This is an optimization exercise on Yosys and OpenROAD, whose aim is small area, not a production implementation. Where RTL was checked, it was by simulation tests only, not by an equivalence proof against the original. Only the layout flow was run in run 1; the RTL was not checked for function there. No activity file was given, so power comes from the tool's default toggle rates.

**config.mk**
```make
export PLATFORM = sky130hd
export DESIGN_NAME = pe_cell_ctrl
export DESIGN_NICKNAME = pe_cell_ctrl
export VERILOG_FILES = /design/flow/design.v
export SDC_FILE = /design/flow/constraint.sdc
export NUM_CORES = 8
export LEC_CHECK = 0
export CAP_MARGIN = 20
export CELL_PAD_IN_SITES_DETAIL_PLACEMENT = 1
export CELL_PAD_IN_SITES_GLOBAL_PLACEMENT = 2
export CORE_AREA = 2 2 718 398
export DIE_AREA = 0 0 720 400
export PLACE_DENSITY = 0.4
export SLEW_MARGIN = 20
export SYNTH_HIERARCHICAL = 1
export SYNTH_MINIMUM_KEEP_SIZE = 0
```
**constraint.sdc**
```tcl
create_clock -name core_clock -period 12.5 [get_ports {clk}]
set_input_delay 2.5000 -clock core_clock [delete_from_list [all_inputs] [get_ports {clk}]]
set_output_delay 2.5000 -clock core_clock [all_outputs]
set_load 0.01 [all_outputs]
```
**design.v**
```verilog
package pe_ctrl_pkg;
	typedef enum logic [1:0] {
		MODE_NONE    = 2'b00,
		MODE_COMPUTE = 2'b01,
		MODE_READ    = 2'b10,
		MODE_WRITE   = 2'b11  
	} work_mode_e;
	typedef enum logic [1:0] {
		ST_IDLE = 2'd0,
		ST_LOAD = 2'd1,  
		ST_RUN  = 2'd2
	} pe_state_e;
endpackage
package pe_data_pkg;
	typedef logic [36-1:0]     row_vec_t;   
	typedef logic [8-1:0] bus_byte_t;
	typedef logic [2:0]              plane_idx_t;
	typedef logic [256*6-1:0] col_vec_t;
	typedef logic [22-1:0] acc_t;
	typedef logic [32*22-1:0] acc_arr_t;  
	typedef logic [3:0] trunc_t;
	typedef logic [6:0] pe_id_t;
	typedef logic [5:0] send_idx_t;  
endpackage
`timescale 1ns/1ps
module column_accumulator
(
	input  logic        sa,
	input  logic        sb,
	input  logic        la,
	input  logic        lb,
	input  logic        x,
	input  logic [47:0] ca,        
	input  logic [47:0] cb,
	input  logic [13:0] hn,
	output logic [14:0] nt
);
	logic [47:0] m;     
	logic [12:0] na;
	logic        a13;
	for (genvar i = 0; i < 48; i++) begin : g_m
		if (i % 6 == 0 && i < 42) begin : g_l
			assign m[i] = ~((ca[i] & la) | (cb[i] & lb));
		end else if (i % 6 == 0) begin : g_l7
			assign m[i] = (ca[i] & la) | (cb[i] & lb);
		end else if (i < 42) begin : g_h
			assign m[i] = ~((ca[i] & sa) | (cb[i] & sb));
		end else begin : g_h7
			assign m[i] = (ca[i] & sa) | (cb[i] & sb);
		end
	end
	assign na  = hn[12:0] ^ {13{x}};
	assign a13 = ~(hn[13] ^ x);
	logic k2;
	logic s3;
	logic k4;
	logic k6;
	logic s7;
	logic k8;
	logic s9;
	logic k10;
	logic k12;
	logic s13;
	logic k14;
	logic s15;
	logic k16;
	logic s17;
	logic k18;
	logic k20;
	logic s21;
	logic k22;
	logic s23;
	logic k24;
	logic s25;
	logic k26;
	logic s27;
	logic k28;
	logic k30;
	logic s31;
	logic k32;
	logic s33;
	logic k34;
	logic s35;
	logic k36;
	logic s37;
	logic k38;
	logic s39;
	logic k40;
	logic k42;
	logic s43;
	logic k44;
	logic s45;
	logic k46;
	logic s47;
	logic k48;
	logic s49;
	logic k50;
	logic s51;
	logic k52;
	logic k54;
	logic s55;
	logic k56;
	logic s57;
	logic k58;
	logic s59;
	logic k60;
	logic s61;
	logic k62;
	logic s63;
	logic k64;
	logic s65;
	logic k66;
	logic s68;
	logic k69;
	logic s70;
	logic k71;
	logic s72;
	logic k73;
	logic s74;
	logic k75;
	logic s76;
	logic k77;
	logic k79;
	logic s80;
	logic k81;
	logic s82;
	logic k83;
	logic s84;
	logic k85;
	logic s86;
	logic k87;
	logic k89;
	logic s90;
	logic k91;
	logic s92;
	logic k93;
	logic s94;
	logic k95;
	logic k97;
	logic s98;
	logic k99;
	logic s100;
	logic k101;
	logic k103;
	logic s104;
	logic k105;
	logic k107;
	logic k109;
	xnor_cell u_s1 (.a(m[0]), .b(na[0]), .y(nt[0]));
	or_cell u_k2 (.a(m[0]), .b(na[0]), .y(k2));
	fa_cell u_s3 (.a(m[1]), .b(m[6]), .ci(na[1]), .s(s3), .co(k4));
	xnor_cell u_s5 (.a(k2), .b(s3), .y(nt[1]));
	or_cell u_k6 (.a(k2), .b(s3), .y(k6));
	fa_cell u_s7 (.a(m[12]), .b(m[2]), .ci(m[7]), .s(s7), .co(k8));
	fa_cell u_s9 (.a(na[2]), .b(s7), .ci(k4), .s(s9), .co(k10));
	xnor_cell u_s11 (.a(k6), .b(s9), .y(nt[2]));
	or_cell u_k12 (.a(k6), .b(s9), .y(k12));
	fa_cell u_s13 (.a(m[13]), .b(m[18]), .ci(m[3]), .s(s13), .co(k14));
	fa_cell u_s15 (.a(m[8]), .b(na[3]), .ci(k8), .s(s15), .co(k16));
	fa_cell u_s17 (.a(s13), .b(s15), .ci(k10), .s(s17), .co(k18));
	xnor_cell u_s19 (.a(k12), .b(s17), .y(nt[3]));
	or_cell u_k20 (.a(k12), .b(s17), .y(k20));
	fa_cell u_s21 (.a(m[14]), .b(m[19]), .ci(m[24]), .s(s21), .co(k22));
	fa_cell u_s23 (.a(m[4]), .b(m[9]), .ci(na[4]), .s(s23), .co(k24));
	fa_cell u_s25 (.a(k14), .b(s21), .ci(s23), .s(s25), .co(k26));
	fa_cell u_s27 (.a(k16), .b(s25), .ci(k18), .s(s27), .co(k28));
	xnor_cell u_s29 (.a(k20), .b(s27), .y(nt[4]));
	or_cell u_k30 (.a(k20), .b(s27), .y(k30));
	fa_cell u_s31 (.a(m[10]), .b(m[15]), .ci(m[20]), .s(s31), .co(k32));
	fa_cell u_s33 (.a(m[25]), .b(m[30]), .ci(m[5]), .s(s33), .co(k34));
	fa_cell u_s35 (.a(na[5]), .b(k22), .ci(s31), .s(s35), .co(k36));
	fa_cell u_s37 (.a(s33), .b(k24), .ci(s35), .s(s37), .co(k38));
	fa_cell u_s39 (.a(k26), .b(s37), .ci(k28), .s(s39), .co(k40));
	xnor_cell u_s41 (.a(k30), .b(s39), .y(nt[5]));
	or_cell u_k42 (.a(k30), .b(s39), .y(k42));
	fa_cell u_s43 (.a(m[11]), .b(m[16]), .ci(m[21]), .s(s43), .co(k44));
	fa_cell u_s45 (.a(m[26]), .b(m[31]), .ci(m[36]), .s(s45), .co(k46));
	fa_cell u_s47 (.a(na[6]), .b(k32), .ci(k34), .s(s47), .co(k48));
	fa_cell u_s49 (.a(s43), .b(s45), .ci(k36), .s(s49), .co(k50));
	fa_cell u_s51 (.a(s47), .b(s49), .ci(k38), .s(s51), .co(k52));
	fa_cell u_s53 (.a(s51), .b(k40), .ci(k42), .s(nt[6]), .co(k54));
	fa_cell u_s55 (.a(m[17]), .b(m[22]), .ci(m[27]), .s(s55), .co(k56));
	fa_cell u_s57 (.a(m[32]), .b(m[37]), .ci(m[42]), .s(s57), .co(k58));
	fa_cell u_s59 (.a(na[7]), .b(k44), .ci(k46), .s(s59), .co(k60));
	fa_cell u_s61 (.a(s55), .b(s57), .ci(k48), .s(s61), .co(k62));
	fa_cell u_s63 (.a(s59), .b(k50), .ci(s61), .s(s63), .co(k64));
	fa_cell u_s65 (.a(k52), .b(s63), .ci(k54), .s(s65), .co(k66));
	assign nt[7] = ~s65;
	fa_cell u_s68 (.a(m[23]), .b(m[28]), .ci(m[33]), .s(s68), .co(k69));
	fa_cell u_s70 (.a(m[38]), .b(m[43]), .ci(na[8]), .s(s70), .co(k71));
	fa_cell u_s72 (.a(k56), .b(k58), .ci(s68), .s(s72), .co(k73));
	fa_cell u_s74 (.a(s70), .b(k60), .ci(s72), .s(s74), .co(k75));
	fa_cell u_s76 (.a(k62), .b(s74), .ci(k64), .s(s76), .co(k77));
	fa_cell u_s78 (.a(s76), .b(k66), .ci(s65), .s(nt[8]), .co(k79));
	fa_cell u_s80 (.a(m[29]), .b(m[34]), .ci(m[39]), .s(s80), .co(k81));
	fa_cell u_s82 (.a(m[44]), .b(na[9]), .ci(k69), .s(s82), .co(k83));
	fa_cell u_s84 (.a(s80), .b(k71), .ci(k73), .s(s84), .co(k85));
	fa_cell u_s86 (.a(s82), .b(s84), .ci(k75), .s(s86), .co(k87));
	fa_cell u_s88 (.a(s86), .b(k77), .ci(k79), .s(nt[9]), .co(k89));
	fa_cell u_s90 (.a(m[35]), .b(m[40]), .ci(m[45]), .s(s90), .co(k91));
	fa_cell u_s92 (.a(na[10]), .b(k81), .ci(s90), .s(s92), .co(k93));
	fa_cell u_s94 (.a(k83), .b(s92), .ci(k85), .s(s94), .co(k95));
	fa_cell u_s96 (.a(s94), .b(k87), .ci(k89), .s(nt[10]), .co(k97));
	fa_cell u_s98 (.a(m[41]), .b(m[46]), .ci(na[11]), .s(s98), .co(k99));
	fa_cell u_s100 (.a(k91), .b(s98), .ci(k93), .s(s100), .co(k101));
	fa_cell u_s102 (.a(s100), .b(k95), .ci(k97), .s(nt[11]), .co(k103));
	fa_cell u_s104 (.a(m[47]), .b(na[12]), .ci(k99), .s(s104), .co(k105));
	fa_cell u_s106 (.a(s104), .b(k101), .ci(k103), .s(nt[12]), .co(k107));
	fa_cell u_s108 (.a(a13), .b(k105), .ci(k107), .s(nt[13]), .co(k109));
	assign nt[14] = ~k109;
endmodule
module fa_cell (input logic a, b, ci, output logic s, co);
	assign s  = a ^ b ^ ci;
	assign co = (a & b) | (a & ci) | (b & ci);
endmodule
module ha_cell (input logic a, b, output logic s, co);
	assign s  = a ^ b;
	assign co = a & b;
endmodule
module xnor_cell (input logic a, b, output logic y);
	assign y = ~(a ^ b);
endmodule
module or_cell (input logic a, b, output logic y);
	assign y = a | b;
endmodule
`timescale 1ns/1ps
module ao222 (input logic a1, b1, a2, b2, a3, b3, output logic y);
	assign y = ~((a1 & b1) | (a2 & b2) | (a3 & b3));
endmodule
module ao22 (input logic a1, b1, a2, b2, output logic y);
	assign y = ~((a1 & b1) | (a2 & b2));
endmodule
module onehot_sel #(parameter int N = 32)
(
	input  logic [N-1:0] d,
	input  logic [N-1:0] s,
	output logic         y
);
	localparam int N3 = N / 3;
	localparam int R  = N % 3;
	localparam int M  = N3 + (R != 0);
	logic [M-1:0] t;
	for (genvar i = 0; i < N3; i++) begin : g3
		ao222 u (.a1(d[3*i]), .b1(s[3*i]), .a2(d[3*i+1]), .b2(s[3*i+1]),
			.a3(d[3*i+2]), .b3(s[3*i+2]), .y(t[i]));
	end
	if (R == 2) begin : g2
		ao22 u (.a1(d[3*N3]), .b1(s[3*N3]), .a2(d[3*N3+1]), .b2(s[3*N3+1]), .y(t[N3]));
	end else if (R == 1) begin : g1
		assign t[N3] = ~(d[3*N3] & s[3*N3]);
	end
	assign y = ~&t;
endmodule
module hold2 (input logic d, e, q, ne, output logic y);
	assign y = (d & e) | (q & ne);
endmodule
module hold3 (input logic q, h, a, ta, b, tb, output logic y);
	assign y = (q & h) | (a & ta) | (b & tb);
endmodule
`timescale 1ns/1ps
module pe_cell_ctrl
(
	input  logic       clk,
	input  logic       rst_n,
	input  logic       cs_n,
	input  logic       cvalid,
	input  pe_ctrl_pkg::work_mode_e work_mode,
	input  pe_data_pkg::pe_id_t     pe_id,
	input  pe_data_pkg::trunc_t     reg_data_trunc,
	input  pe_data_pkg::bus_byte_t  wdata,
	input  logic       wdata_valid,
	output logic       wdata_busy,
	output logic       pe_busy,
	output pe_data_pkg::bus_byte_t  rdata,
	output logic       rdata_valid,
	output logic       rdata_last,
	input  logic       rdata_busy,
	output pe_data_pkg::row_vec_t   xin,
	output logic       pulse_in,
	output logic       rst_pe_rram,
	input  logic       pim_ready,
	input  pe_data_pkg::col_vec_t   partial_result
);
	logic       st_load, st_run;    
	logic       rd;                 
	logic [5:0] cnt;
	logic [2:0] plane;
	logic       pim_d1, pim_d2, load_d;
	logic       idle, cmd_ok, take, xfer, pim_rise, pim_fall, start, fire, upd, p0, p7, done_p;
	logic       upd_b, upd_n;       
	logic       par;                
	assign idle       = !st_load && !st_run;
	assign cmd_ok     = !cs_n && cvalid && (work_mode[0] ^ work_mode[1]);
	assign wdata_busy = !st_load;
	assign pe_busy    = !idle;
	assign take       = wdata_valid && st_load;
	assign xfer       = rdata_valid && !rdata_busy;
	assign pim_rise   = pim_d1 & ~pim_d2;
	assign pim_fall   = pim_d2 & ~pim_d1;
	assign start      = st_run & ~load_d;
	assign fire       = start | (st_run & pim_fall & (plane != 3'd7));
	assign upd        = st_run & pim_rise;
	assign p0         = (plane == 3'd0);
	assign p7         = (plane == 3'd7);
	assign done_p     = load_d & ~rst_pe_rram & p7;
	assign rdata_valid = st_run && (!cnt[5] || !(cnt[2] || cnt[0]));
	assign rdata_last  = st_run && cnt == 6'd32;
	always_ff @(posedge clk or negedge rst_n) begin
		if (!rst_n) begin
			st_load     <= 1'b0;
			st_run      <= 1'b0;
			pim_d1      <= 1'b0;
			pim_d2      <= 1'b0;
			load_d      <= 1'b0;
			pulse_in    <= 1'b0;
			rst_pe_rram <= 1'b0;
		end else begin
			if (idle) begin
				if (cmd_ok) st_load <= 1'b1;
			end else if (st_load) begin
				if (take && cnt == 6'd35) begin
					st_load <= 1'b0;
					st_run  <= 1'b1;
				end
			end else if (cnt == 6'd33) begin
				st_run <= 1'b0;
			end
			pim_d1      <= pim_ready;
			pim_d2      <= pim_d1;
			load_d      <= st_run;
			pulse_in    <= fire;
			rst_pe_rram <= ~pim_rise;
		end
	end
	always_ff @(posedge clk) begin
		if (idle)
			rd <= work_mode[1];
		if (idle || done_p)
			cnt <= '0;
		else if (take || xfer)
			cnt <= cnt + 6'd1;
		if (fire)
			plane <= start ? 3'd0 : plane + 3'd1;
	end
	logic [35:0] bp [8];
	logic [31:0] r0;           
	logic [14:0] nt [16];      
	logic [6:0]  wa, wb;       
	logic        mid;
	assign mid = xfer && cnt == 6'd16;
	for (genvar q = 0; q < 7; q++) begin : g_w
		assign wa[q] = upd_n && !par && plane == 3'(q + 1);
		assign wb[q] = upd_n && par && plane == 3'(q + 1);
	end
	logic [35:0] bp_d [8];
	logic [31:0] r0_d;
	logic        ntake, tm, ntm;
	logic [6:0]  ha_c, hb_c;   
	logic        r0a, r0b, hr0a, nr0b;
	assign ntake = ~take;
	assign tm    = take | mid;        
	assign ntm   = ~tm;
	assign r0a   = upd_n && !par && p0;
	assign r0b   = upd_n && par && p0;
	assign hr0a  = ~(r0a | mid);
	assign nr0b  = ~r0b;
	for (genvar q = 0; q < 7; q++) begin : g_hc
		assign ha_c[q] = ~(tm | wa[q]);
		assign hb_c[q] = ~(tm | wb[q]);
	end
	for (genvar p = 0; p < 8; p++) begin : g_bp
		for (genvar r = 0; r < 36; r++) begin : g_r
			logic sh;
			if (r == 0) begin : g_in
				assign sh = wdata[p];
			end else begin : g_sh
				assign sh = bp[p][r-1];
			end
			if (p < 7 && r < 32 && r % 2 == 1) begin : g_a
				hold3 u_h (.q(bp[p][r]), .h(ha_c[p]), .a(sh), .ta(tm), .b(nt[r/2][0]), .tb(wa[p]), .y(bp_d[p][r]));
			end else if (p < 7 && r < 32) begin : g_b
				hold3 u_h (.q(bp[p][r]), .h(hb_c[p]), .a(sh), .ta(tm), .b(nt[r/2][0]), .tb(wb[p]), .y(bp_d[p][r]));
			end else if (p < 7) begin : g_m
				hold2 u_h (.d(sh), .e(tm), .q(bp[p][r]), .ne(ntm), .y(bp_d[p][r]));
			end else begin : g_l
				hold2 u_h (.d(sh), .e(take), .q(bp[p][r]), .ne(ntake), .y(bp_d[p][r]));
			end
		end
	end
	for (genvar j = 0; j < 16; j++) begin : g_r0
		hold3 u_a (.q(r0[2*j+1]), .h(hr0a), .a(r0[2*j]), .ta(mid), .b(nt[j][0]), .tb(r0a), .y(r0_d[2*j+1]));
		hold2 u_b (.d(nt[j][0]), .e(r0b), .q(r0[2*j]), .ne(nr0b), .y(r0_d[2*j]));
	end
	always_ff @(posedge clk) begin
		for (int p = 0; p < 8; p++) bp[p] <= bp_d[p];
		r0 <= r0_d;
	end
	logic [7:0] psel;    
	for (genvar p = 0; p < 8; p++) begin : g_psel
		assign psel[p] = load_d && plane == 3'(p);
	end
	for (genvar r = 0; r < 36; r++) begin : g_xin
		logic [7:0] d;
		for (genvar p = 0; p < 8; p++) begin : g_d
			assign d[p] = bp[p][r];
		end
		onehot_sel #(.N(8)) u_sel (.d, .s(psel), .y(xin[r]));
	end
	logic        sa, sb, la, lb, x, hy_e, hy_h;
	assign upd_b = load_d & ~rst_pe_rram;
	assign upd_n = upd | upd_b;
	assign hy_e  = upd_n;
	assign hy_h  = st_run & ~upd_n;
	assign x     = p0 | p7;
	assign sa    = ~par & ~rd;
	assign sb    = par & ~rd;
	assign la    = ~par & (~rd | p0);
	assign lb    = par & (~rd | p0);
	always_ff @(posedge clk)
		par <= ~par;
	logic [13:0] hx [16];
	logic [13:0] hy [16];
	for (genvar g = 0; g < 16; g++) begin : g_acc
		column_accumulator u_add (
			.sa, .sb, .la, .lb, .x,
			.ca(partial_result[g*48 +: 48]), .cb(partial_result[(g+16)*48 +: 48]),
			.hn(hx[g]), .nt(nt[g])
		);
		logic [13:0] dy;
		for (genvar i = 0; i < 14; i++) begin : g_h
			hold2 u_y (.d(nt[g][i+1]), .e(hy_e), .q(hx[g][i]), .ne(hy_h), .y(dy[i]));
		end
		always_ff @(posedge clk) begin
			hx[g] <= hy[g];
			hy[g] <= dy;
		end
	end
	logic [15:0] qsel;   
	logic [31:0] gsel;   
	logic [31:0] hsel;   
	logic [21:0] s, w;
	for (genvar j = 0; j < 16; j++) begin : g_qsel
		assign qsel[j] = cnt[3:0] == 4'((j + 1) % 16);
	end
	for (genvar g = 0; g < 32; g++) begin : g_gsel
		assign gsel[g] = cnt[4:0] == 5'((g + 1) % 32);
	end
	for (genvar j = 0; j < 16; j++) begin : g_hsel
		assign hsel[j]      = par ? gsel[j + 16] : gsel[j];
		assign hsel[j + 16] = par ? gsel[j] : gsel[j + 16];
	end
	for (genvar b = 0; b < 14; b++) begin : g_outh
		logic [31:0] d;
		for (genvar j = 0; j < 16; j++) begin : g_d
			assign d[j]      = hx[j][b];
			assign d[j + 16] = hy[j][b];
		end
		onehot_sel #(.N(32)) u_sel (.d, .s(hsel), .y(w[b]));
	end
	for (genvar b = 14; b < 22; b++) begin : g_outl
		logic [15:0] d;
		for (genvar j = 0; j < 16; j++) begin : g_d
			if (b == 14) begin : g_0
				assign d[j] = r0[2*j+1];
			end else begin : g_l
				assign d[j] = bp[b - 15][2*j+1];
			end
		end
		onehot_sel #(.N(16)) u_sel (.d, .s(qsel), .y(w[b]));
	end
	assign s = {rd ? 14'd0 : w[13:0], w[21], ~w[20:14]};
	always_comb begin
		if (!rdata_valid)
			rdata = '0;
		else if (cnt == 6'd0)
			rdata = {1'b0, pe_id};
		else if (reg_data_trunc == 4'd15)
			rdata = s[7:0];
		else
			rdata = {s[21], s[(20 - reg_data_trunc) -: 7]};
	end
endmodule
```
**flow/run.sh**
```bash
#!/bin/bash
# The standard layout (standard.sh: synthesis to final DEF), with the port
# buffers made of the smallest buffer cell instead of the default choice,
# and no dummy loads in the clock tree.
set -euo pipefail
export BUFFER_PORTS_ARGS="-buffer_cell sky130_fd_sc_hd__buf_1"
export CTS_ARGS="-sink_clustering_enable -repair_clock_nets -dont_use_dummy_load -sink_clustering_size 22 -sink_clustering_max_diameter 100"
bash standard.sh finish > standard.log 2>&1
```
**standard.sh**
```bash
#!/bin/bash
# synth_recipe.tcl (not shown) runs the flow's synth.tcl, then flattens the netlist and writes it again
# the make line also repeats each setting of config.mk as NAME=value (left out here)
make -C /OpenROAD-flow-scripts/flow DESIGN_CONFIG=/design/flow/config.mk WORK_HOME=/design/flow/orfs CLKGATE_MAP_FILE= SYNTH_SCRIPT=/design/flow/synth_recipe.tcl "${@:-finish}"
```
==> results of run 1 <==
==> modules after synthesis (local to each module, per instance), excerpt <==
module,cell area [um2],flops+latches,cells inside
ao22,12.5,0,1
ao222,10.0,0,1
column_accumulator,579,0,76
fa_cell,20.0,0,1
hold2,8.76,0,1
hold3,13.8,0,2
or_cell,6.26,0,1
pe_cell_ctrl,18300,786,1177
xnor_cell,8.76,0,1
==> cell usage in the layout, fill, tap and decap left out, drive strengths merged, types with 3 or more instances in the layout <==
cell type	Yosys	layout
buf	177	1746
dfxtp	775	775
fa	768	768
a22oi	722	722
a222oi	492	492
a22o	401	401
inv	308	308
xor2	213	213
xnor2	118	118
or2	98	98
nor2	92	92
nand3	60	60
nand2	53	53
clkbuf	46	49
diode	0	37
nand4	37	37
and3	23	23
a21oi	19	19
or3	16	16
mux4	16	16
ha	15	15
nor3	12	12
o21ai	8	8
dfrtp	7	7
mux2i	6	6
nor2b	6	6
nor4	6	6
o31ai	5	5
nor3b	4	4
a211oi	4	4
nand3b	4	4
edfxtp	4	4
o32ai	3	3
and2	3	3
a221oi	3	3
mux2	3	3
==> through the flow <==
step	total power, uW	utilization [%]
after global placement	15500	23.0
after detailed placement	15500	23.0
final	16700	23.4
after CTS	17200	23.4
after global routing	18400	23.4
after floorplan	10500	-
==> worst max-delay path by stage <==
stage                               endpoint  slack (ps)           startpoint  cells after the start
after floorplan             hy[0][0]$_DFF_P_        2760   st_run$_DFFE_PN0P_                      4
after global placement    hy[14][12]$_DFF_P_        3070  partial_result[674]                     17
after detailed placement  hy[14][12]$_DFF_P_        3050  partial_result[674]                     17
after CTS                 hy[10][12]$_DFF_P_        3460         rd$_DFFE_PP_                     20
after global routing      hy[10][12]$_DFF_P_        3170         rd$_DFFE_PP_                     20
final                     hy[10][12]$_DFF_P_        3430         rd$_DFFE_PP_                     20
==> final cells by class <==
type | instances | area, um2 | area share [%]
antenna | 37 | 92.6 | 0.140
clock buffer | 43 | 1080 | 1.63
inverter | 308 | 1160 | 1.75
multi-input combinational | 3238 | 36100 | 54.5
sequential | 786 | 15800 | 23.9
tap | 3748 | 4690 | 7.09
timing repair buffer | 1752 | 7250 | 11.0
==> state kept, by name, indices dropped and copies added, names as in the netlist, 3 cells and up <==
name / count
cnt: 6
r0: 32
hy: 224
hx: 224
plane: 3
bp: 288
==> logic make-up (layout without fill, tap and decap cells) <==
group | count (synthesis) | after routing | share of synthesized area, %
mux | 25 | 25 | 0.853
buf+inv | 531 | 2103 | 4.82
compound gates | 1677 | 1677 | 26.9
fa+ha+maj | 783 | 783 | 28.8
flops | 786 | 786 | 29.2
xor+xnor | 332 | 332 | 5.41
simple gates | 421 | 421 | 4.07
other cells | 0 | 37 | 0
==> power by group through the flow <==
| stage | clock network, uW | logic, uW | registers (uW) |
|---|---|---|---|
| after CTS | 1650 | 12600 | 2940 |
| after detailed placement | 0 | 12500 | 3000 |
| final | 1590 | 12200 | 2950 |
| after global placement | 0 | 12500 | 3000 |
| after global routing | 1730 | 13700 | 2980 |
| after floorplan | 0 | 7620 | 2880 |
==> per-layer routing <==
metal,GRT usage [%],vias up,wire (um)
met5,0,-,96
met4,3.36,16,6320
met3,3.50,372,23100
met2,41.5,2357,174000
met1,37.6,27100,182000
li1,-,21000,-
==> impl_metrics.py, run 1 <==
metrics = {
    "place": {
        "dpl-instance-area_um2": 64900,
        "portBuffers": 1613,
        "gp_congestion": 0.935,
        "post-place-ws_ps": 3050,
        "placed_cells": 9824,
        "dp_hpwl_um": 328000,
    },
    "logic_synthesis": {
        "netlist_instances": 4555,
        "synth_fp_nets": 6902,
        "syn_area_um2": 54100,
        "ys.flop_type": "dfxtp_1",
        "yosys.cell_count.top_type": "dfxtp_1",
        "yosys.area.top_type": "dfxtp_1",
        "synth_common_cells": "dfxtp_1 (775), fa_1 (768), a22oi_1 (672)",
        "synth_area_leaders": "dfxtp_1 (29%), fa_1 (28%), a22oi_1 (9.3%), a222oi_1 (9.1%), a22o_1 (6.5%)",
        "yosysUniqueCellTypes": 72,
        "ys_async_sr_fraction_pct": 0.891,
        "ys_ff_latch": 786,
        "synth_top_area_share_pct": 28.7,
        "synth_edf_count": 4,
        "avgSynthCellArea_um2": 11.9,
        "yosys_warnings": 15,
        "ys_seq_area_share_pct": 29.2,
    },
    "setup_path": {
        "reg2reg_depth": 20,
        "crit_required_ps": 13070,
        "worstSetupPathType": "flip-flop to flip-flop",
        "r2r_slack_ps": 3430,
        "cp_top_family": "adder cells",
        "path_max_fanout": 43,
        "r2r-end": "hy[10][12]$_DFF_P_",
        "cpMaxStageDelayCell": "nor2_4",
        "path_cells": "buf_4, nor2_4, buf_4, buf_4, a22oi_1, fa_1, fa_1, fa_1, fa_1, fa_1, or2_1, fa_1, fa_1, fa_1, fa_1, fa_1, fa_1, fa_1, fa_1, a22o_1",
        "worstSetupEndpointType": "flip-flop",
        "r2r-start": "rd$_DFFE_PP_",
        "critPathBufInv": 3,
        "critPathMaxStageDelay_ps": 880,
        "crit_path_start_kind": "flip-flop",
        "worst_path_most_repeated_cell": "fa_1",
        "critPathArrivalTime_ps": 9650,
    },
    "die": {
        "core_um2": 282000,
        "die_area_um2": 288000,
        "initial_core_util_pct": 19.2,
        "io_pins": 1614,
        "die_y_um": 400,
        "core.rowCount": 145,
        "die_x_um": 720,
    },
    "detailed_routing": {
        "firstDrtPassIters": 14,
        "wl_per_cell_um": 38.9,
        "drc": 0,
        "num_vias": 50900,
        "routed_wl_um": 386000,
        "ant_nets": 0,
        "dr.first_iter.drc_count": 6917,
        "avgViaCountPerCell": 5.14,
    },
    "final_layout": {
        "layoutNonFillerInstCount": 9912,
        "area_delta_synth_final_pct": 22.2,
        "drive_gt1_share_pct": 5.40,
        "fillers": 32300,
        "final_cell_area_um2": 66100,
        "fin_nets": 8476,
    },
    "sta": {
        "finalCritPeriodShare_pct": 72.6,
        "relSlewSlack_pct": 11.1,
        "setup_slack_ps": 3430,
        "period_needed_ps": 9070,
        "finalHoldViolCount": 0,
        "setup_viol": 0,
        "finalHoldWorstSlack_ps": 354,
        "fmax_mhz": 110,
        "fin_skew_ps": 50.8,
        "finalSetupTns_ps": 0,
        "drv_slew": 0,
        "worst_pin_slew_ps": 1330,
        "rsz0062_at_grt": "false",
    },
    "power_and_ir_drop": {
        "irDropWorstVdd_mv": 0.230,
        "p_switching_uw": 8240,
        "p_per_area_nw_per_um2": 253,
        "combinationalPowerShare_pct": 72.8,
        "swShare_pct": 49.3,
        "cellInternalPower_uw": 8490,
        "p_leak_uw": 0.0251,
        "p_seq_share_pct": 17.7,
        "pwr-share-clk_pct": 9.5,
    },
    "clock_network": {
        "clk-insertion-delay-late_ps": 680,
        "ctsHoldBuffers": 0,
        "htree_levels": 2,
        "cts_tree": "done",
        "clock_sinks": 786,
        "cts-buffers-inserted": 43,
        "root_buffer": "clkbuf_16",
        "post_cts_buffers": 0,
        "clockBufferDepth": 3,
        "ctsResizeCount": 0,
        "clk_pin_slew_ps": 100,
    },
    "run": {
        "drv_cap": 0,
    },
    "hold_path": {
        "hold_end": "hx[5][11]$_DFF_P_",
        "min_from": "hy[5][11]$_DFF_P_",
        "whs_path_depth": 0,
        "hold_path.class": "flip-flop to flip-flop",
    },
    "global_routing": {
        "grt_overflow": 0,
        "grt_pass1_vias": 52700,
        "grt_usage_pct": 25.8,
        "grt_pass1_wl_um": 504000,
        "grt_max_degree": 163,
        "antenna_found_initial": 187,
    },
    "run_status": {
        "outcome": "timing/DRC/antenna clean",
    },
}
==> run 2, diff against run 1 <==
--- a/design.v
+++ b/design.v
@@ -239,5 +239,5 @@
 	localparam int N3 = N / 3;
 	localparam int R  = N % 3;
-	localparam int M  = N3 + (R != 0);
+	localparam int M  = N3 + R;
 	logic [M-1:0] t;
 	for (genvar i = 0; i < N3; i++) begin : g3
@@ -245,8 +245,6 @@
 			.a3(d[3*i+2]), .b3(s[3*i+2]), .y(t[i]));
 	end
-	if (R == 2) begin : g2
-		ao22 u (.a1(d[3*N3]), .b1(s[3*N3]), .a2(d[3*N3+1]), .b2(s[3*N3+1]), .y(t[N3]));
-	end else if (R == 1) begin : g1
-		assign t[N3] = ~(d[3*N3] & s[3*N3]);
+	for (genvar i = 0; i < R; i++) begin : g1
+		assign t[N3+i] = ~(d[3*N3+i] & s[3*N3+i]);
 	end
 	assign y = ~&t;
@@ -417,6 +415,8 @@
 	assign la    = ~par & (~rd | p0);
 	assign lb    = par & (~rd | p0);
-	always_ff @(posedge clk)
-		par <= ~par;
+	always_ff @(posedge clk or negedge rst_n) begin
+		if (!rst_n) par <= 1'b0;
+		else        par <= ~par;
+	end
 	logic [13:0] hx [16];
 	logic [13:0] hy [16];
--- a/config.mk
+++ b/config.mk
@@ -11,4 +11,5 @@
 export CORE_AREA = 2 2 718 398
 export DIE_AREA = 0 0 720 400
+export GPL_TIMING_DRIVEN = 0
 export PLACE_DENSITY = 0.4
 export SLEW_MARGIN = 20
==> impl_metrics.py, run 2 <==
metrics = {
    "logic_synthesis": {
        "yosys_warnings": 15,
        "yosysUniqueCellTypes": 72,
        "synth_top_area_share_pct": 28.7,
        "avgSynthCellArea_um2": 11.8,
        "ys.flop_type": "dfxtp_1",
        "netlist_instances": 4555,
        "synth_common_cells": "dfxtp_1 (774), fa_1 (768), a22oi_1 (708)",
        "syn_area_um2": 54000,
        "yosys.area.top_type": "dfxtp_1",
        "synth_fp_nets": 6902,
        "ys_async_sr_fraction_pct": 1.02,
        "yosys.cell_count.top_type": "dfxtp_1",
        "ys_seq_area_share_pct": 29.3,
        "synth_area_leaders": "dfxtp_1 (29%), fa_1 (28%), a22oi_1 (9.9%), a222oi_1 (9.1%), a22o_1 (6.7%)",
        "synth_edf_count": 4,
        "ys_ff_latch": 786,
    },
    "global_routing": {
        "antenna_found_initial": 217,
        "grt_max_degree": 102,
        "grt_usage_pct": 25.2,
        "grt_pass1_wl_um": 495000,
        "grt_overflow": 0,
        "grt_pass1_vias": 53300,
    },
    "setup_path": {
        "critPathMaxStageDelay_ps": 1120,
        "path_cells": "clkbuf_1, xor2_2, buf_6, clkbuf_1, nor2_1, a222oi_1, nand4_1, or4_4, mux4_2, nor2_1, nor4_1, o21ai_0, a221oi_1, buf_1",
        "path_max_fanout": 14,
        "critPathArrivalTime_ps": 8230,
        "worstSetupEndpointType": "output pin",
        "worstSetupPathType": "flip-flop to output pin",
        "cpMaxStageDelayCell": "a222oi_1",
        "cp.depth": 14,
        "critPathBufInv": 4,
        "cp_top_family": "compound AO/OA/AOI/OAI gates",
        "reg2reg_depth": 20,
        "crit_path_start_kind": "flip-flop",
        "crit_required_ps": 10000,
    },
    "clock_network": {
        "ctsHoldBuffers": 0,
        "clockBufferDepth": 3,
        "clk_pin_slew_ps": 110,
        "cts-buffers-inserted": 44,
        "clk-insertion-delay-late_ps": 720,
        "clock_sinks": 786,
        "ctsResizeCount": 0,
        "htree_levels": 2,
        "post_cts_buffers": 0,
        "cts_tree": "done",
        "root_buffer": "clkbuf_16",
    },
    "run": {
        "drv_cap": 0,
    },
    "die": {
        "die_area_um2": 288000,
        "die_y_um": 400,
        "initial_core_util_pct": 19.1,
        "io_pins": 1614,
        "die_x_um": 720,
        "core_um2": 282000,
        "core.rowCount": 145,
    },
    "place": {
        "post-place-ws_ps": 2580,
        "gp_congestion": 0.965,
        "dpl-instance-area_um2": 66900,
        "dp_hpwl_um": 331000,
        "portBuffers": 1611,
    },
    "final_layout": {
        "largestRegisters": "bp x288, hx x224, hy x224",
        "largest_reg_flops": 288,
        "final_cell_area_um2": 68200,
        "regMostFlops": "bp",
        "final_cell_mix": "buf_1 (1613), dfxtp_1 (774), fa_1 (768), a22oi_1 (708), a222oi_1 (492)",
        "final_util_pct": 24.2,
        "fin_nets": 8676,
        "drive_gt1_share_pct": 7.76,
        "area_delta_synth_final_pct": 26.3,
        "layout_commonest_cell": "buf_1",
    },
    "run_status": {
        "outcome": "timing/DRC/antenna clean",
    },
    "sta": {
        "relSlewSlack_pct": 15.4,
        "worst_pin_slew_ps": 1270,
        "setup_viol": 0,
        "fin_skew_ps": 130,
        "fmax_mhz": 93.2,
        "period_needed_ps": 10730,
        "finalCritPeriodShare_pct": 85.9,
        "setup_slack_ps": 1770,
        "finalSetupTns_ps": 0,
        "finalHoldViolCount": 0,
        "drv_slew": 0,
        "rsz0062_at_grt": "false",
    },
    "power_and_ir_drop": {
        "p_per_area_nw_per_um2": 202,
        "totalPowerFinal_uw": 13800,
        "irDropWorstVdd_mv": 0.158,
        "p_leak_uw": 0.0256,
    },
    "detailed_routing": {
        "wl_per_cell_um": 37.1,
        "firstDrtPassIters": 13,
        "num_vias": 50800,
        "ant_nets": 0,
        "dr.first_iter.drc_count": 7036,
        "avgViaCountPerCell": 5.02,
        "routed_wl_um": 375000,
        "drc": 0,
    },
    "hold_path": {
        "whs_path_depth": 0,
        "hold_path.class": "flip-flop to flip-flop",
    },
}
[run 2: changes by cell type after synthesis, sizes merged]
cell	change
nand2	+14
a22oi	-14
dfxtp	-1
dfrtp	+1
a22o	+14
nand3	-14
or3	-14
or4	+14
[run 2: metal layers]
metal / GRT usage [%] / wire length (um)
met2: 39.9 / 167000
met1: 36.6 / 178000
met4: 3.26 / 5910
met5: 0 / 240
met3: 4.35 / 23500
[run 2: final cells by class]
| type | instances | area, um2 |
|---|---|---|
| Antenna cell | 38 | 95.1 |
| Buffer | 223 | 1460 |
| Clock buffer | 44 | 1100 |
| Fill cell | 32200 | 214000 |
| Inverter | 308 | 1160 |
| Multi-Input combinational cell | 3238 | 36000 |
| Sequential cell | 786 | 15800 |
| Tap cell | 3748 | 4690 |
| Timing Repair Buffer | 1728 | 7860 |
[run 2: per-stage QoR]
step | cells | hold slack [ps]
floorplan | 4555 | 330
global placement | 9914 | 338
detailed placement | 10000 | 338
CTS | 10100 | 294
global route | 10100 | 298
finish | 10100 | 295
[run 2: path summary, 6_finish.rpt]
| kind | start | end | slack [ps] |
|---|---|---|---|
| setup / recovery | par$_DFF_PN0_ | rdata[5] | 1770 |
| hold / removal | hy[15][0]$_DFF_P_ | hx[15][0]$_DFF_P_ | 300 |
| setup reg to reg | rd$_DFFE_PP_ | hy[1][12]$_DFF_P_ | 2720 |
| hold reg to reg | hy[15][0]$_DFF_P_ | hx[15][0]$_DFF_P_ | 300 |
| max in group asynchronous | rst_n | pim_d1$_DFF_PN0_ | 10350 |
| min in group asynchronous | rst_n | par$_DFF_PN0_ | 1790 |
[run 2: modules after synthesis, one instance, submodules excluded, excerpt]
| module | copies in the design | flip-flops and latches |
|---|---|---|
| pe_cell_ctrl | 1 | 786 |
| column_accumulator | 16 | 0 |
| fa_cell | 768 | 0 |
| hold3 | 240 | 0 |
| ao222 | 252 | 0 |
| hold2 | 304 | 0 |
| xnor_cell | 96 | 0 |
| or_cell | 96 | 0 |
[run 2: kinds of logic (layout without fill, tap and decap cells)]
kind of cell | after synthesis | in the layout | synth area share [%]
AOI/OAI and AO/OA | 1677 | 1677 | 26.5
xor gates and xnor gates | 332 | 332 | 5.43
adders and majority gates | 783 | 783 | 28.8
buffers and inverters | 531 | 2303 | 4.83
DFF | 786 | 786 | 29.3
muxes | 25 | 25 | 0.856
other | 0 | 38 | 0
and+or+nand+nor | 421 | 421 | 4.18
[run 2: worst register-to-register path: stages, from the launching register on]
cell and delay, ps:
edfxtp_1 760, clkbuf_1 920, a21oi_4 420, buf_16 300
clkbuf_2 320, a22oi_1 310, fa_1 520, fa_1 520
fa_1 420, fa_1 390, fa_1 540, or2_1 340
fa_1 510, fa_1 560, fa_1 420, fa_1 400
fa_1 460, fa_1 440, fa_1 500, fa_1 480
a22o_1 240
[run 2: report_power, final]
part	switching [uW]	total (uW)	internal, uW
sequential	458	3380	2920
clock	967	1600	630
combinational	5060	8810	3750
==> run 3, diff against run 2 <==
--- a/config.mk
+++ b/config.mk
@@ -11,5 +11,4 @@
 export CORE_AREA = 2 2 718 398
 export DIE_AREA = 0 0 720 400
-export GPL_TIMING_DRIVEN = 0
 export PLACE_DENSITY = 0.4
 export SLEW_MARGIN = 20
==> impl_metrics.py, run 3 <==
metrics = {
    "sta": {
        "finalHoldViolCount": 0,
        "rsz0062_at_grt": "false",
        "finalCritPeriodShare_pct": 73.3,
        "period_needed_ps": 9160,
        "finalHoldWorstSlack_ps": 330,
        "drv_slew": 0,
        "fmax_mhz": 109,
        "relSlewSlack_pct": 4.84,
        "finalSetupTns_ps": 0,
        "setup_viol": 0,
        "fin_skew_ps": 94.2,
        "worst_pin_slew_ps": 1430,
    },
    "clock_network": {
        "htree_levels": 2,
        "ctsHoldBuffers": 0,
        "clk-insertion-delay-late_ps": 720,
        "post_cts_buffers": 0,
        "clock_sinks": 786,
        "cts_tree": "done",
        "root_buffer": "clkbuf_16",
        "clockBufferDepth": 3,
        "cts-buffers-inserted": 45,
        "ctsResizeCount": 0,
        "clk_pin_slew_ps": 100,
    },
    "logic_synthesis": {
        "synth_area_leaders": "dfxtp_1 (29%), fa_1 (28%), a22oi_1 (9.9%), a222oi_1 (9.1%), a22o_1 (6.7%)",
        "synth_edf_count": 4,
        "yosys_warnings": 15,
        "netlist_instances": 4555,
        "yosys.cell_count.top_type": "dfxtp_1",
        "yosysUniqueCellTypes": 72,
        "synth_top_family_by_area": "adder cells",
        "muxShareOfSynthArea_pct": 0.856,
        "synth_compound_gate_area_share_pct": 26.5,
        "ys_ff_latch": 786,
        "ys_async_sr_fraction_pct": 1.02,
        "ys.flop_type": "dfxtp_1",
        "synth_top_area_share_pct": 28.7,
        "synth_xor_area_share_pct": 5.43,
        "syn_area_um2": 54000,
        "yosys.area.top_type": "dfxtp_1",
        "ys_seq_area_share_pct": 29.3,
        "yosys.area_share.adder_pct": 28.8,
        "synthSimpleGateAreaFrac_pct": 4.18,
        "synth_common_cells": "dfxtp_1 (774), fa_1 (768), a22oi_1 (708)",
        "synth_fp_nets": 6902,
        "avgSynthCellArea_um2": 11.8,
    },
    "final_layout": {
        "area_delta_synth_final_pct": 22.6,
        "final_cell_mix": "buf_1 (1612), dfxtp_1 (774), fa_1 (768), a22oi_1 (708), a222oi_1 (492)",
        "largestRegisters": "bp x288, hx x224, hy x224",
        "fin_nets": 8496,
        "final_cell_area_um2": 66200,
        "largest_reg_flops": 288,
        "drive_gt1_share_pct": 4.99,
        "final_util_pct": 23.5,
        "regMostFlops": "bp",
        "layout_commonest_cell": "buf_1",
    },
    "setup_path": {
        "worst_path_most_repeated_cell": "nor2_1",
        "startpoint": "cnt[2]$_SDFFE_PP0P_",
        "reg2reg_depth": 21,
        "crit_path_start_kind": "flip-flop",
        "worstSetupEndpointType": "output pin",
        "r2r-start": "plane[0]$_SDFFCE_PP0P_",
        "cp.depth": 12,
        "cpMaxStageDelayCell": "nor2_1",
        "r2r-end": "hy[15][12]$_DFF_P_",
        "critPathBufInv": 1,
        "critPathArrivalTime_ps": 6660,
        "critPathMaxStageDelay_ps": 950,
        "crit_required_ps": 10000,
        "path_cells": "nor2b_1, nand2_1, nor2_1, a222oi_1, nand4_1, or4_4, mux4_2, nor2_1, a2111oi_0, a211oi_1, o32ai_1, buf_1",
        "path_max_fanout": 14,
        "r2r_slack_ps": 3480,
        "cp_top_family": "simple AND/OR/NAND/NOR gates",
        "worstSetupPathType": "flip-flop to output pin",
    },
    "die": {
        "die_area_um2": 288000,
        "core.rowCount": 145,
        "io_pins": 1614,
        "core_um2": 282000,
        "initial_core_util_pct": 19.1,
        "die_x_um": 720,
        "die_y_um": 400,
    },
    "detailed_routing": {
        "routed_wl_um": 364000,
        "avgViaCountPerCell": 5.04,
        "num_vias": 50100,
        "firstDrtPassIters": 13,
        "drc": 0,
        "dr.first_iter.drc_count": 7066,
        "ant_nets": 0,
        "wl_per_cell_um": 36.7,
    },
    "global_routing": {
        "grt_overflow": 0,
        "grt_max_degree": 133,
        "grt_usage_pct": 24.4,
        "grt_pass1_wl_um": 480000,
        "grt_pass1_vias": 52200,
        "antenna_found_initial": 176,
    },
    "place": {
        "portBuffers": 1613,
        "dpl-instance-area_um2": 64900,
        "gp_congestion": 0.947,
        "dp_hpwl_um": 312000,
    },
    "power_and_ir_drop": {
        "p_leak_uw": 0.0244,
        "p_per_area_nw_per_um2": 202,
        "irDropWorstVdd_mv": 0.202,
    },
    "run_status": {
        "outcome": "timing/DRC/antenna clean",
    },
    "hold_path": {
        "whs_path_depth": 0,
        "hold_end": "hx[10][11]$_DFF_P_",
        "min_from": "hy[10][11]$_DFF_P_",
        "hold_path.class": "flip-flop to flip-flop",
    },
    "run": {
        "drv_cap": 0,
    },
}
[run 3: logic make-up (layout without fill, tap and decap cells)]
logic type | count (synthesis) | count (layout)
buffers and inverters | 531 | 2123
multiplexers | 25 | 25
AO/OA/AOI/OAI | 1677 | 1677
AND/OR/NAND/NOR | 421 | 421
flip-flops | 786 | 786
XOR/XNOR | 332 | 332
other | 0 | 33
adder cells (fa/ha/maj) | 783 | 783
[run 3: power breakdown]
group          internal (uW)  leakage, uW  switching, uW  total (uW)
Combinational           3580       0.0175           4790        8370
Sequential              2920      0.00641            472        3390
Clock                    643     0.000555            977        1620
[run 3: stage by stage]
step / std cells / power [uW] / setup WS (ps)
after floorplan: 4555 / 8470 / 2760
after global placement: 9832 / 11900 / 3210
after detailed placement: 9846 / 12000 / 3180
after CTS: 9891 / 13700 / 3350
after global routing: 9908 / 14600 / 3120
final: 9928 / 13400 / 3340
[run 3: per-module statistics from Yosys (local to each module, per instance), a selection]
module / copies in the design / cells inside / cell area (um2) / flops+latches
column_accumulator: 16 / 76 / 579 / 0
or_cell: 96 / 1 / 6.26 / 0
hold3: 240 / 2 / 13.8 / 0
hold2: 304 / 1 / 8.76 / 0
pe_cell_ctrl: 1 / 1177 / 18300 / 786
xnor_cell: 96 / 1 / 8.76 / 0
fa_cell: 768 / 1 / 20.0 / 0
ao222: 252 / 1 / 10.0 / 0
[run 3: worst max-delay path by stage]
stage	slack [ps]	end
after floorplan	2760	hy[0][0]$_DFF_P_
after detailed placement	3180	hy[13][12]$_DFF_P_
after global routing	3120	hy[15][12]$_DFF_P_
final	3340	rdata[0]
after global placement	3210	hy[13][12]$_DFF_P_
after CTS	3350	hy[15][12]$_DFF_P_
[run 3: final cells by class]
class	instances	area, um2
antenna	33	82.6
clock buffer	45	1130
fill	32300	216000
inverter	308	1160
multi-input combinational	3238	35900
sequential	786	15800
tap	3748	4690
timing repair buffer	1770	7440
[run 3: layer usage]
layer | wire length [um] | part of all wire [%] | global-route usage, % | up-vias
met2 | 161000 | 44 | 38.4 | 2184
li1 | - | - | - | 21100
met1 | 171000 | 47 | 35.5 | 26400
met3 | 25100 | 6.9 | 4.24 | 380
met4 | 6930 | 1.9 | 3.72 | 30
met5 | 206 | 0.057 | 0 | -
==> run 4, diff against run 3 <==
--- a/config.mk
+++ b/config.mk
@@ -8,8 +8,8 @@
 export CAP_MARGIN = 20
 export CELL_PAD_IN_SITES_DETAIL_PLACEMENT = 1
-export CELL_PAD_IN_SITES_GLOBAL_PLACEMENT = 2
+export CELL_PAD_IN_SITES_GLOBAL_PLACEMENT = 1
 export CORE_AREA = 2 2 718 398
 export DIE_AREA = 0 0 720 400
-export PLACE_DENSITY = 0.4
+export PLACE_DENSITY = 0.65
 export SLEW_MARGIN = 20
 export SYNTH_HIERARCHICAL = 1
==> impl_metrics.py, run 4 <==
metrics = {
    "logic_synthesis": {
        "synth_edf_count": 4,
        "synth_top_area_share_pct": 28.7,
        "muxShareOfSynthArea_pct": 0.856,
        "synth_common_cells": "dfxtp_1 (774), fa_1 (768), a22oi_1 (708)",
        "yosysUniqueCellTypes": 72,
        "yosys.area.top_type": "dfxtp_1",
        "synth_xor_area_share_pct": 5.43,
        "netlist_instances": 4555,
        "syn_area_um2": 54000,
        "ys_ff_latch": 786,
        "synth_top_family_by_area": "adder cells",
        "ys.flop_type": "dfxtp_1",
        "ys_async_sr_fraction_pct": 1.02,
        "synthSimpleGateAreaFrac_pct": 4.18,
        "synth_area_leaders": "dfxtp_1 (29%), fa_1 (28%), a22oi_1 (9.9%), a222oi_1 (9.1%), a22o_1 (6.7%)",
        "ys_seq_area_share_pct": 29.3,
        "yosys_warnings": 15,
        "avgSynthCellArea_um2": 11.8,
        "synth_fp_nets": 6902,
        "synth_compound_gate_area_share_pct": 26.5,
        "yosys.cell_count.top_type": "dfxtp_1",
        "yosys.area_share.adder_pct": 28.8,
    },
    "sta": {
        "fmax_mhz": 108,
        "finalCritPeriodShare_pct": 73.8,
        "finalSetupTns_ps": 0,
        "setup_viol": 0,
        "worst_pin_slew_ps": 1380,
        "relSlewSlack_pct": 8.04,
        "period_needed_ps": 9230,
        "finalHoldViolCount": 0,
        "drv_slew": 0,
        "rsz0062_at_grt": "false",
        "fin_skew_ps": 61.2,
        "setup_slack_ps": 3270,
    },
    "hold_path": {
        "hold_path.class": "flip-flop to flip-flop",
        "whs_path_depth": 0,
        "hold_end": "hx[15][0]$_DFF_P_",
        "min_from": "hy[15][0]$_DFF_P_",
    },
    "setup_path": {
        "worstSetupEndpointType": "output pin",
        "r2r_slack_ps": 3320,
        "reg2reg_depth": 21,
        "worstSetupPathType": "flip-flop to output pin",
        "path_max_fanout": 14,
        "crit_required_ps": 10000,
        "r2r-start": "par$_DFF_PN0_",
        "critPathArrivalTime_ps": 6730,
        "r2r-end": "hy[5][12]$_DFF_P_",
        "startpoint": "par$_DFF_PN0_",
        "crit_path_start_kind": "flip-flop",
    },
    "place": {
        "gp_congestion": 1.07,
        "portBuffers": 1613,
        "placed_cells": 9830,
        "dp_hpwl_um": 326000,
        "dpl-instance-area_um2": 64700,
        "post-place-ws_ps": 3210,
    },
    "global_routing": {
        "grt_pass1_wl_um": 490000,
        "antenna_found_initial": 391,
        "grt_pass1_vias": 53100,
        "busiest_layer": "met2",
        "grt_usage_pct": 25.2,
        "met1_usage_pct": 30.6,
        "grt_overflow": 0,
        "grt_max_degree": 119,
        "gr-usage-met2_pct": 41.1,
        "grt_use_met3_pct": 5.44,
    },
    "detailed_routing": {
        "avgViaCountPerCell": 5.23,
        "dr.first_iter.drc_count": 8024,
        "routed_wl_um": 379000,
        "ant_nets": 0,
        "num_vias": 52600,
        "wl_per_cell_um": 37.7,
        "drc": 0,
        "firstDrtPassIters": 15,
    },
    "die": {
        "die_x_um": 720,
        "die_area_um2": 288000,
        "initial_core_util_pct": 19.1,
        "core_um2": 282000,
        "io_pins": 1614,
        "core.rowCount": 145,
        "die_y_um": 400,
    },
    "final_layout": {
        "fillers": 32700,
        "final_cell_mix": "buf_1 (1612), dfxtp_1 (774), fa_1 (768), a22oi_1 (708), a222oi_1 (492)",
        "area_delta_synth_final_pct": 22.9,
        "layoutNonFillerInstCount": 10000,
        "largest_reg_flops": 288,
        "drive_gt1_share_pct": 4.65,
        "largestRegisters": "bp x288, hx x224, hy x224",
        "layout_commonest_cell": "buf_1",
        "fin_nets": 8482,
        "final_cell_area_um2": 66300,
        "regMostFlops": "bp",
    },
    "clock_network": {
        "ctsHoldBuffers": 0,
        "root_buffer": "clkbuf_16",
        "clockBufferDepth": 3,
        "post_cts_buffers": 0,
        "ctsResizeCount": 0,
        "clock_sinks": 786,
        "clk-insertion-delay-late_ps": 720,
        "htree_levels": 2,
        "cts_tree": "done",
        "clk_pin_slew_ps": 100,
        "cts-buffers-inserted": 45,
    },
    "run_status": {
        "outcome": "timing/DRC/antenna clean",
    },
    "power_and_ir_drop": {
        "totalPowerFinal_uw": 12800,
        "p_leak_uw": 0.0244,
        "irDropWorstVdd_mv": 0.142,
        "p_per_area_nw_per_um2": 193,
    },
    "run": {
        "drv_cap": 0,
    },
}
==> run 4: area by class of cell <==
type / instances / area, um2 / area share (%)
Multi-Input combinational cell: 3238 / 35800 / 54.1
Sequential cell: 786 / 15800 / 23.8
Timing Repair Buffer: 1756 / 7260 / 11.0
Tap cell: 3748 / 4690 / 7.07
Inverter: 308 / 1160 / 1.74
Clock buffer: 45 / 1130 / 1.70
Antenna cell: 168 / 420 / 0.634
==> run 4: power by group <==
part	switching [uW]	leakage, uW	internal [uW]
Clock	942	0.000556	641
Sequential	462	0.00641	2920
Combinational	4350	0.0174	3450
Total	5750	0.0244	7010
==> run 4: logic make-up after synthesis <==
kind of cell	Yosys count
buf+inv	531
xor+xnor	332
mux	25
fa+ha+maj	783
flops	786
simple gates	421
compound gates	1677
==> run 4: metrics by stage <==
stage                     hold WS (ps)  utilization, %
after floorplan                    330               -
after global placement             334            22.9
after detailed placement           339            22.9
after CTS                          294            23.3
after global routing               284            23.5
final                              289            23.5
==> run 4: layer usage <==
layer | wire length [um] | vias to the layer above
met2 | 178000 | 3299
met1 | 145000 | 27200
met4 | 24700 | 68
met5 | 450 | -
met3 | 31400 | 828
li1 | - | 21200
==> run 4: worst max path at each step <==
stage | end | depth (start not counted)
finish | rdata[2] | 11
global route | hy[5][12]$_DFF_P_ | 21
CTS | hy[5][12]$_DFF_P_ | 20
detailed placement | hy[5][12]$_DFF_P_ | 20
global placement | hy[9][12]$_DFF_P_ | 17
floorplan | hy[0][0]$_DFF_P_ | 4
==> run 4: Yosys stat by module (local to each module, per instance), excerpt <==
| module | cell area, um2 | flops+latches | cells |
|---|---|---|---|
| ao222 | 10.0 | 0 | 1 |
| fa_cell | 20.0 | 0 | 1 |
| column_accumulator | 579 | 0 | 76 |
| hold2 | 8.76 | 0 | 1 |
| pe_cell_ctrl | 18300 | 786 | 1177 |
| or_cell | 6.26 | 0 | 1 |
| hold3 | 13.8 | 0 | 2 |
| xnor_cell | 8.76 | 0 | 1 |
==> run 4: critical path: stages (launching register included) <==
cell	delay, ps
dfrtp_1	740
xor2_2	600
nor2_1	400
a222oi_1	1160
nand4_1	740
or4_4	760
mux4_2	540
nor2_1	110
nor4_1	60
a311oi_1	390
o32ai_1	300
buf_1	210
==> run 5, diff against run 4 <==
--- a/config.mk
+++ b/config.mk
@@ -11,5 +11,5 @@
 export CORE_AREA = 2 2 718 398
 export DIE_AREA = 0 0 720 400
-export PLACE_DENSITY = 0.65
+export PLACE_DENSITY = 0.55
 export SLEW_MARGIN = 20
 export SYNTH_HIERARCHICAL = 1
==> impl_metrics.py, run 5 <==
metrics = {
    "detailed_routing": {
        "avgViaCountPerCell": 5.21,
        "routed_wl_um": 372000,
        "dr.first_iter.drc_count": 8200,
        "drc": 0,
        "num_vias": 52400,
        "wl_per_cell_um": 37.1,
        "ant_nets": 0,
        "firstDrtPassIters": 13,
    },
    "setup_path": {
        "path_cells": "clkbuf_2, inv_1, ha_1, buf_4, mux2_4, a21oi_4, xnor2_2, mux2i_1, a21oi_1, o32ai_1, buf_1",
        "crit_path_start_kind": "input pin",
        "cpMaxStageDelayCell": "xnor2_2",
        "worstSetupPathType": "input pin to output pin",
        "worstSetupEndpoint": "rdata[2]",
        "critPathMaxStageDelay_ps": 730,
        "worstSetupEndpointType": "output pin",
        "startpoint": "reg_data_trunc[0]",
        "r2r-start": "par$_DFF_PN0_",
        "cp.depth": 11,
        "critPathBufInv": 4,
        "r2r_slack_ps": 3350,
        "cp_top_family": "buffers and inverters",
        "path_max_fanout": 39,
        "crit_required_ps": 10000,
        "reg2reg_depth": 19,
        "r2r-end": "hy[4][12]$_DFF_P_",
        "critPathArrivalTime_ps": 6870,
    },
    "logic_synthesis": {
        "ys_async_sr_fraction_pct": 1.02,
        "syn_area_um2": 54000,
        "netlist_instances": 4555,
        "yosys.area.top_type": "dfxtp_1",
        "avgSynthCellArea_um2": 11.8,
        "yosys_warnings": 15,
        "yosys.cell_count.top_type": "dfxtp_1",
        "ys.flop_type": "dfxtp_1",
        "ys_seq_area_share_pct": 29.3,
        "synth_top_area_share_pct": 28.7,
        "yosysUniqueCellTypes": 72,
        "synth_common_cells": "dfxtp_1 (774), fa_1 (768), a22oi_1 (708)",
        "synth_edf_count": 4,
        "ys_ff_latch": 786,
        "synth_area_leaders": "dfxtp_1 (29%), fa_1 (28%), a22oi_1 (9.9%), a222oi_1 (9.1%), a22o_1 (6.7%)",
        "synth_fp_nets": 6902,
    },
    "clock_network": {
        "cts_tree": "done",
        "clk_pin_slew_ps": 100,
        "ctsHoldBuffers": 0,
        "root_buffer": "clkbuf_16",
        "htree_levels": 2,
        "clockBufferDepth": 3,
        "cts-buffers-inserted": 47,
        "clock_sinks": 786,
        "post_cts_buffers": 0,
        "clk-insertion-delay-late_ps": 690,
        "ctsResizeCount": 0,
    },
    "final_layout": {
        "layout_commonest_cell": "buf_1",
        "drive_gt1_share_pct": 4.60,
        "fillers": 32500,
        "area_delta_synth_final_pct": 22.9,
        "largestRegisters": "bp x288, hx x224, hy x224",
        "fin_nets": 8479,
        "ff_latch_area_um2": 15800,
        "final_cell_mix": "buf_1 (1612), dfxtp_1 (774), fa_1 (768), a22oi_1 (708), a222oi_1 (492)",
        "regMostFlops": "bp",
        "final_cell_area_um2": 66300,
        "multi_input_area_um2": 35800,
        "largest_reg_flops": 288,
    },
    "die": {
        "die_y_um": 400,
        "initial_core_util_pct": 19.1,
        "io_pins": 1614,
        "core_um2": 282000,
        "die_x_um": 720,
        "core.rowCount": 145,
        "die_area_um2": 288000,
    },
    "sta": {
        "worst_pin_slew_ps": 1480,
        "period_needed_ps": 9370,
        "fmax_mhz": 107,
        "relSlewSlack_pct": 1.60,
        "setup_viol": 0,
        "rsz0062_at_grt": "false",
        "fin_skew_ps": 83.0,
        "finalHoldViolCount": 0,
        "finalCritPeriodShare_pct": 75.0,
        "drv_slew": 0,
        "finalSetupTns_ps": 0,
    },
    "power_and_ir_drop": {
        "swShare_pct": 45.0,
        "combinationalPowerShare_pct": 61.1,
        "pwr-share-clk_pct": 12.6,
        "cellInternalPower_uw": 7050,
        "p_per_area_nw_per_um2": 193,
        "p_switching_uw": 5770,
        "irDropWorstVdd_mv": 0.107,
        "p_seq_share_pct": 26.3,
        "p_leak_uw": 0.0243,
    },
    "global_routing": {
        "grt_max_degree": 140,
        "grt_pass1_wl_um": 483000,
        "grt_overflow": 0,
        "grt_pass1_vias": 52700,
        "grt_usage_pct": 24.8,
        "antenna_found_initial": 364,
    },
    "place": {
        "dp_hpwl_um": 320000,
        "portBuffers": 1613,
        "gp_congestion": 1.08,
        "dpl-instance-area_um2": 64600,
    },
    "run_status": {
        "outcome": "timing/DRC/antenna clean",
    },
    "hold_path": {
        "hold_path.class": "flip-flop to flip-flop",
        "whs_path_depth": 0,
    },
    "run": {
        "drv_cap": 0,
    },
}
==> run 5: cell count changes in the layout (fill, tap and decap cells not counted), moves of 3 or more <==
| cell | change |
|---|---|
| diode_2 | -3 |
| buf_4 | -7 |
| xnor2_2 | -3 |
| nor2_4 | -6 |
| nor2_2 | +8 |
==> run 5: worst min-delay path by stage <==
stage	startpoint	end	slack [ps]
after floorplan	hy[11][0]$_DFF_P_	hx[11][0]$_DFF_P_	330
after global placement	hy[10][9]$_DFF_P_	hx[10][9]$_DFF_P_	340
after detailed placement	hy[10][8]$_DFF_P_	hx[10][8]$_DFF_P_	340
after CTS	hy[3][10]$_DFF_P_	hx[3][10]$_DFF_P_	320
after global routing	hy[3][10]$_DFF_P_	hx[3][10]$_DFF_P_	330
final	hy[3][10]$_DFF_P_	hx[3][10]$_DFF_P_	320
==> run 5: stage by stage <==
step | worst slack [ps] | utilization [%] | total power [uW] | hold slack, ps | std cells
after floorplan | 2760 | - | 8470 | 330 | 4555
after global placement | 3290 | 22.9 | 11100 | 338 | 9821
after detailed placement | 3230 | 22.9 | 11300 | 340 | 9826
after CTS | 3130 | 23.3 | 13000 | 325 | 9873
after global routing | 2980 | 23.5 | 14000 | 331 | 9996
final | 3130 | 23.5 | 12800 | 323 | 10000
==> run 5: cells by family after synthesis <==
kind of cell               synth area share, %
AOI/OAI and AO/OA                         26.5
DFF                                       29.3
adders and majority gates                 28.8
buffers and inverters                     4.83
and+or+nand+nor                           4.18
xor gates and xnor gates                  5.43
muxes                                    0.856
==> run 5: power groups by stage <==
stage / combinational, uW / clock (uW) / sequential, uW
final: 7830 / 1610 / 3380
after global routing: 8830 / 1730 / 3420
after CTS: 7950 / 1650 / 3350
after detailed placement: 7920 / 0 / 3410
after global placement: 7760 / 0 / 3390
after floorplan: 5250 / 0 / 3220
==> run 5: layout make-up <==
| cell class | count | area share (%) |
|---|---|---|
| Antenna cell | 165 | 0.623 |
| Multi-Input combinational cell | 3238 | 54.1 |
| Sequential cell | 786 | 23.9 |
| Clock buffer | 47 | 1.77 |
| Timing Repair Buffer | 1751 | 10.9 |
| Inverter | 308 | 1.74 |
| Tap cell | 3748 | 7.07 |
==> run 5: routing by layer <==
layer / routed length (um) / GRT usage (%)
met1: 148000 / 31.3
met4: 21900 / 13.3
met5: 586 / 0
met2: 171000 / 39.6
met3: 30600 / 5.33
==> run 5: Yosys stat by module, one instance, submodules excluded, a selection <==
module | flip-flops and latches | cells | area [um2] | times used
hold2 | 0 | 1 | 8.76 | 304
fa_cell | 0 | 1 | 20.0 | 768
or_cell | 0 | 1 | 6.26 | 96
column_accumulator | 0 | 76 | 579 | 16
xnor_cell | 0 | 1 | 8.76 | 96
hold3 | 0 | 2 | 13.8 | 240
==> run 6, diff against run 5 <==
--- a/config.mk
+++ b/config.mk
@@ -6,5 +6,5 @@
 export NUM_CORES = 8
 export LEC_CHECK = 0
-export CAP_MARGIN = 20
+export CAP_MARGIN = 15
 export CELL_PAD_IN_SITES_DETAIL_PLACEMENT = 1
 export CELL_PAD_IN_SITES_GLOBAL_PLACEMENT = 1
@@ -12,5 +12,5 @@
 export DIE_AREA = 0 0 720 400
 export PLACE_DENSITY = 0.55
-export SLEW_MARGIN = 20
+export SLEW_MARGIN = 15
 export SYNTH_HIERARCHICAL = 1
 export SYNTH_MINIMUM_KEEP_SIZE = 0
==> impl_metrics.py, run 6 <==
metrics = {
    "logic_synthesis": {
        "yosys.area.top_type": "dfxtp_1",
        "ys.flop_type": "dfxtp_1",
        "yosysUniqueCellTypes": 72,
        "ys_seq_area_share_pct": 29.3,
        "synth_edf_count": 4,
        "syn_area_um2": 54000,
        "yosys_warnings": 15,
        "yosys.cell_count.top_type": "dfxtp_1",
        "synth_area_leaders": "dfxtp_1 (29%), fa_1 (28%), a22oi_1 (9.9%), a222oi_1 (9.1%), a22o_1 (6.7%)",
        "avgSynthCellArea_um2": 11.8,
        "synth_common_cells": "dfxtp_1 (774), fa_1 (768), a22oi_1 (708)",
        "synth_fp_nets": 6902,
    },
    "setup_path": {
        "critPathBufInv": 4,
        "cp_top_family": "buffers and inverters",
        "critPathArrivalTime_ps": 6870,
        "r2r_slack_ps": 3310,
        "reg2reg_depth": 19,
        "r2r-start": "par$_DFF_PN0_",
        "worstSetupEndpoint": "rdata[2]",
        "cpMaxStageDelayCell": "xnor2_2",
        "crit_path_start_kind": "input pin",
        "critPathMaxStageDelay_ps": 710,
        "path_max_fanout": 39,
    },
    "power_and_ir_drop": {
        "p_leak_uw": 0.0243,
        "irDropWorstVdd_mv": 0.139,
        "p_per_area_nw_per_um2": 193,
    },
    "detailed_routing": {
        "dr.first_iter.drc_count": 8304,
        "firstDrtPassIters": 13,
        "ant_nets": 0,
        "routed_wl_um": 372000,
        "num_vias": 52200,
        "drc": 0,
    },
    "global_routing": {
        "grt_pass1_vias": 52600,
        "grt_overflow": 0,
        "grt_usage_pct": 24.8,
        "antenna_found_initial": 365,
        "grt_pass1_wl_um": 483000,
    },
    "sta": {
        "finalSetupTns_ps": 0,
        "finalCritPeriodShare_pct": 74.9,
        "rsz0062_at_grt": "false",
        "finalHoldViolCount": 0,
        "period_needed_ps": 9370,
        "drv_slew": 0,
        "worst_pin_slew_ps": 1410,
        "fmax_mhz": 107,
        "relSlewSlack_pct": 6.19,
    },
    "final_layout": {
        "regMostFlops": "bp",
        "layout_commonest_cell": "buf_1",
        "fin_nets": 8472,
        "largestRegisters": "bp x288, hx x224, hy x224",
        "final_cell_mix": "buf_1 (1612), dfxtp_1 (774), fa_1 (768), a22oi_1 (708), a222oi_1 (492)",
        "largest_reg_flops": 288,
        "final_util_pct": 23.5,
        "area_delta_synth_final_pct": 22.8,
    },
    "clock_network": {
        "htree_levels": 2,
        "root_buffer": "clkbuf_16",
        "cts-buffers-inserted": 45,
        "clk-insertion-delay-late_ps": 700,
        "ctsHoldBuffers": 0,
        "clk_pin_slew_ps": 90,
        "post_cts_buffers": 0,
        "clock_sinks": 786,
    },
    "run_status": {
        "outcome": "timing/DRC/antenna clean",
    },
    "place": {
        "gp_congestion": 1.08,
        "dp_hpwl_um": 320000,
    },
    "die": {
        "die_x_um": 720,
        "die_area_um2": 288000,
        "core.rowCount": 145,
        "core_um2": 282000,
        "io_pins": 1614,
    },
    "hold_path": {
        "hold_path.class": "flip-flop to flip-flop",
    },
}
==> run 6: cell count changes in the layout (fill, tap and decap cells not counted), sizes merged <==
cell	change
diode	+17
clkbuf	-4
buf	-3
==> run 6: routing by layer <==
layer	GRT usage [%]	wire (um)	up-vias
met5	0	378	-
met4	12.8	21000	60
met3	5.22	30200	712
met2	39.8	172000	3035
met1	31.5	149000	27200
li1	-	-	21200
==> run 6: area by class of cell <==
type	count	area, um2
Inverter	308	1160
Multi-Input combinational cell	3238	35800
Fill cell	32500	216000
Sequential cell	786	15800
Clock buffer	45	1130
Timing Repair Buffer	1746	7170
Tap cell	3748	4690
Antenna cell	182	455
==> run 6: Yosys stat by module (local to each module, per instance), a selection <==
module / times used / area [um2]
pe_cell_ctrl: 1 / 18300
xnor_cell: 96 / 8.76
or_cell: 96 / 6.26
hold3: 240 / 13.8
hold2: 304 / 8.76
fa_cell: 768 / 20.0
ao222: 252 / 10.0
column_accumulator: 16 / 579
==> run 6: how the worst min path moves through the flow <==
stage,start,endpoint,slack [ps],cells after the start
after floorplan,hy[11][0]$_DFF_P_,hx[11][0]$_DFF_P_,330,0
after global placement,hy[10][9]$_DFF_P_,hx[10][9]$_DFF_P_,340,0
after detailed placement,hy[10][8]$_DFF_P_,hx[10][8]$_DFF_P_,340,0
after CTS,hy[13][10]$_DFF_P_,hx[13][10]$_DFF_P_,330,0
after global routing,hy[13][10]$_DFF_P_,hx[13][10]$_DFF_P_,340,0
final,hy[13][10]$_DFF_P_,hx[13][10]$_DFF_P_,340,0
==> run 6: per-stage QoR <==
step,cells,worst slack [ps],hold slack [ps],cell area [um2]
2_1_floorplan,4555,2760,330,54000
3_3_place_gp,9821,3290,338,64600
3_5_place_dp,9822,3260,340,64600
4_1_cts,9867,3110,333,65700
5_1_grt,9986,3060,339,66100
6_report,10100,3130,337,66200
==> run 6: power by group <==
group / total (uW) / switching (uW) / internal [uW]
combinational: 7830 / 4370 / 3460
sequential: 3380 / 460 / 2920
clock: 1580 / 939 / 641
==> run 6: cell families after synthesis <==
kind of cell	after synthesis	share of synthesized area (%)
AOI/OAI and AO/OA	1677	26.5
DFF	786	29.3
adders and majority gates	783	28.8
buffers and inverters	531	4.83
and+or+nand+nor	421	4.18
xor gates and xnor gates	332	5.43
muxes	25	0.856

Re-timed with assumed drivers on the ports (clkbuf_16 on the clock, buf_2 on other inputs), run 6 has 3.023 ns of setup slack against 3.135 ns with ideal ports, and 3.023 ns once port delays also move by the mid clock arrival of 0.757 ns.
